What follows belongs to an exercise in optimizing a design on an open flow for small area and a short achievable clock period; a production flow would make more cautious choices. Only simulation tests tie the RTL to the original design; equivalence was not proved.

==> 08-01 <==
## sprite_addr_gen
module sprite_addr_gen #(
  parameter  int N_SPRITES = 4,
  parameter  int COORD_W   = 10,
  parameter  int ADDR_W    = 20,
  parameter  int FRAME_W   = 4,
  parameter  int ANIM_DIV  = 8,
  localparam int ID_W      = (N_SPRITES > 1) ? $clog2(N_SPRITES) : 1
) (
  input  logic                           frame_Clk,
  input  logic                           Reset,
  input  logic [COORD_W-1:0]             DrawX,
  input  logic [COORD_W-1:0]             DrawY,
  input  logic                           vsync_tick,
  input  logic [N_SPRITES-1:0]           anim_enable,
  input  logic [N_SPRITES-1:0]           anim_restart,
  input  logic [N_SPRITES-1:0]           sprite_flip,
  input  logic [N_SPRITES*COORD_W-1:0]   sprite_X,
  input  logic [N_SPRITES*COORD_W-1:0]   sprite_Y,
  input  logic [N_SPRITES*COORD_W-1:0]   sprite_W,
  input  logic [N_SPRITES*COORD_W-1:0]   sprite_H,
  input  logic [N_SPRITES*ADDR_W-1:0]    base_addr,
  input  logic [N_SPRITES*FRAME_W-1:0]   frame_count,
  output logic                           sprite_on,
  output logic [ID_W-1:0]                sprite_id,
  output logic [ADDR_W-1:0]              spriteAddress,
  output logic [N_SPRITES*FRAME_W-1:0]   frame_idx
);
Settings: LEC_CHECK=0, ABC_AREA=1, CAP_MARGIN=20, CORE_MARGIN=2, CORE_UTILIZATION=40, SETUP_SLACK_MARGIN=3, SLEW_MARGIN=20, TNS_END_PERCENT=10; clock period 12.0 ns.
standard.sh (not shown) runs the stock make flow with config.mk's settings and CLKGATE_MAP_FILE= SYNTH_SCRIPT=/design/flow/synth_recipe.tcl, a recipe that flattens the netlist after the stock synthesis.
==> flow/flow/run.sh <==
#!/bin/bash
# Standard ORFS layout (the standard.sh, standard synthesis unchanged), except that the
# port buffers that placement inserts on every input and output use sky130_fd_sc_hd__buf_1
# instead of the tool's default pick (clkdlybuf4s50_1, a slow delay cell).
# Each make step's full output goes to its own log in this folder; ORFS's per-step logs stay
# under orfs/logs/.
set -euo pipefail
bash standard.sh synth > synth.log 2>&1
bash standard.sh BUFFER_PORTS_ARGS="-buffer_cell sky130_fd_sc_hd__buf_1" finish > layout.log 2>&1
==> 08-09: changes against 08-01 <==
- GPL_TIMING_DRIVEN: not set -> 0
- SETUP_SLACK_MARGIN: 3 -> 2
==> notes <==
- Between 08-09 and 08-01, the lower hold slack is in 08-09 (gap 1.8 ps).
- Via count: 08-01 is smaller than 08-09 (about 1%).
- 08-09 produced a clean layout. 08-01 finished with timing, DRC and antenna clean.
- In clock skew, 08-09 and 08-01 hardly differ.
- Area after synthesis is the same in 08-01 and 08-09.
- Against 08-09, the first-iteration DRC count of 08-01 is lower by 2.3%.
- In sequential share of layout area, 08-01 and 08-09 hardly differ.
- Register-to-register slack: 08-09 is lower than 08-01 (250 ps).
- In die area, 08-09 and 08-01 do not differ.
- Routed wire length: 08-01 is lower than 08-09 (5.5%).
==> figures <==
item                                                     08-01       08-09
Total GRT Usage                                          0.301       0.314
Arrival time of data at the critical path endpoint   10,980 ps   11,590 ps
Multi-input combinational area share                     0.696       0.703
Drt via density                                           5.34        5.39
DPL Wire Length                                      45,600 um   48,500 um
Final core occ                                           0.506       0.502
Layout cell share with drive strength beyond 1           0.134       0.125
Worst stage delay on the critical path                  590 ps      500 ps
Area share of buffers outside the clock network          0.130       0.125
Register-to-register path setup slack                  4750 ps     4500 ps
Reg-to-Reg Start                                    frame_q[0]  frame_q[8]
Max layer used                                            met5        met4
First-pass GRT wire length                           83,400 um   86,000 um
Result of the run             no timing/DRC/antenna violations  no timing/DRC/antenna violations
Fill cell count                                          3,562       3,565
Clock period minus final worst setup slack           10,790 ps   11,400 ps
Nonclk inv count                                           365         363

==> inputs of branch lagoon <==
sprite_addr_gen again, from the RTL that the note above started with.
==> flow/config.mk <==
export PLATFORM = sky130hd
export DESIGN_NAME = sprite_addr_gen
export DESIGN_NICKNAME = sprite_addr_gen
export VERILOG_FILES = /design/flow/design.v
export SDC_FILE = /design/flow/constraint.sdc
export NUM_CORES = 4
export LEC_CHECK = 0
export ABC_AREA = 1
export CAP_MARGIN = 20
export CORE_MARGIN = 2
export CORE_UTILIZATION = 40
export SETUP_SLACK_MARGIN = 2
export SLEW_MARGIN = 20
export TNS_END_PERCENT = 5
==> flow/constraint.sdc <==
create_clock -name core_clock -period 12.0 [get_ports {frame_Clk}]
set_input_delay 2.4000 -clock core_clock [delete_from_list [all_inputs] [get_ports {frame_Clk}]]
set_output_delay 2.4000 -clock core_clock [all_outputs]
set_load 0.01 [all_outputs]
Scripts as last shown in full above: flow/flow/run.sh
==> inputs of branch sierra, as changes to branch lagoon <==
TNS_END_PERCENT = not set   (was 5)
==> inputs of branch xenon, as changes to branch lagoon <==
CORE_UTILIZATION = 33   (was 40)
TNS_END_PERCENT = 10   (was 5)
==> results.py <==
metrics = {
    "run_status": {
        "status": "no timing/DRC/antenna violations",
    },
    "critical_path": {
        "critPathLaunch": "DrawX[3]",
        "critical_path_depth": 56,
        "cp_max_fo": 6,
    },
    "finish": {
        "final_core_util": 0.5323,
        "layout-drive-gt1-share": 0.1827,
        "buf_share": 0.1492,
    },
    "clock_tree": {
        "postCtsSetupRepairBufs": 89,
    },
    "drt": {
        "wl_per_cell_um": 18.00,
    },
    "place": {
        "dpl_worst_slack_ps": 334.4,
    },
    "global_routing": {
        "grt_pass1_vias": 15180,
    },
}
# the run above: branch sierra

==> results.py <==
metrics = {
    "timing": {
        "worst_pin_slew_ps": 724.1,
        "holdWs_ps": 480.5,
    },
    "critical_path": {
        "cp_max_fo": 13,
        "critical_path_depth": 54,
        "critPathLaunch": "DrawX[4]",
    },
    "drt": {
        "wl_per_cell_um": 19.15,
    },
    "finish": {
        "comb.multi_input.count": 1564,
        "fill_cells": 3562,
        "buf_share": 0.1298,
    },
    "global_routing": {
        "grt_pass1_vias": 15310,
        "antenna_found_initial": 1,
    },
    "hold_path": {
        "whs_path_depth": 2,
        "min_path_type": "reg2reg",
    },
    "yosys": {
        "syn_area_mm2": 0.01397,
        "ys_types": 57,
        "synth_edf_count": 0,
    },
    "floorplanning": {
        "fp.dieArea_mm2": 0.03643,
    },
    "place": {
        "dpl_worst_slack_ps": 362.3,
    },
    "clock_tree": {
        "postCtsSetupRepairBufs": 47,
    },
    "run_status": {
        "status": "no timing/DRC/antenna violations",
    },
}
# the run above: branch lagoon

==> results.py <==
metrics = {
    "run_status": {
        "status": "no timing/DRC/antenna violations",
    },
    "critical_path": {
        "cp_max_fo": 6,
        "critPathLaunch": "DrawX[4]",
    },
    "hold_path": {
        "whs_path_depth": 2,
    },
    "timing": {
        "fin_skew_ps": 5.645,
    },
    "finish": {
        "layout-drive-gt1-share": 0.1386,
        "final_core_util": 0.4226,
        "buf_share": 0.1360,
    },
    "clock_tree": {
        "postCtsSetupRepairBufs": 57,
    },
    "place": {
        "dpl_worst_slack_ps": 367.2,
    },
    "drt": {
        "wl_per_cell_um": 18.70,
    },
    "global_routing": {
        "grt_pass1_vias": 15340,
    },
}
# the run above: branch xenon

[separate check: timing with driven ports]
In the flow no input, the clock included, has a driving cell. The finished layouts below were timed again as built, in two steps. Step 1, drivers: a clkbuf_16 drives frame_Clk and a buf_2 each remaining input, both assumed. Step 2 also shifts input and output timing later by t, the mid clock arrival at the registers, as if the neighbouring blocks saw the same clock. a / b / c = ideal ports / drivers / drivers and shift; a / b = the first two.
run | t (ns) | slack for setup (ns) | worst setup path at the end
08-01 | 0.320 | 1.206 / 1.220 / 0.901 | input to register
08-09 | 0.322 | 0.596 / 0.607 / 0.286 | input to register
branch lagoon | 0.320 | 1.206 / 1.220 / 0.901 | input to register
branch sierra | 0.325 | 1.241 / 1.211 / 0.886 | input to register
branch xenon | 0.318 | 1.176 / 1.190 / 0.872 | input to register
After both steps every run listed still meets setup and hold. For branch sierra, which loses most, drivers alone change the setup slack by -0.030 ns; drivers and shift together by -0.355 ns.
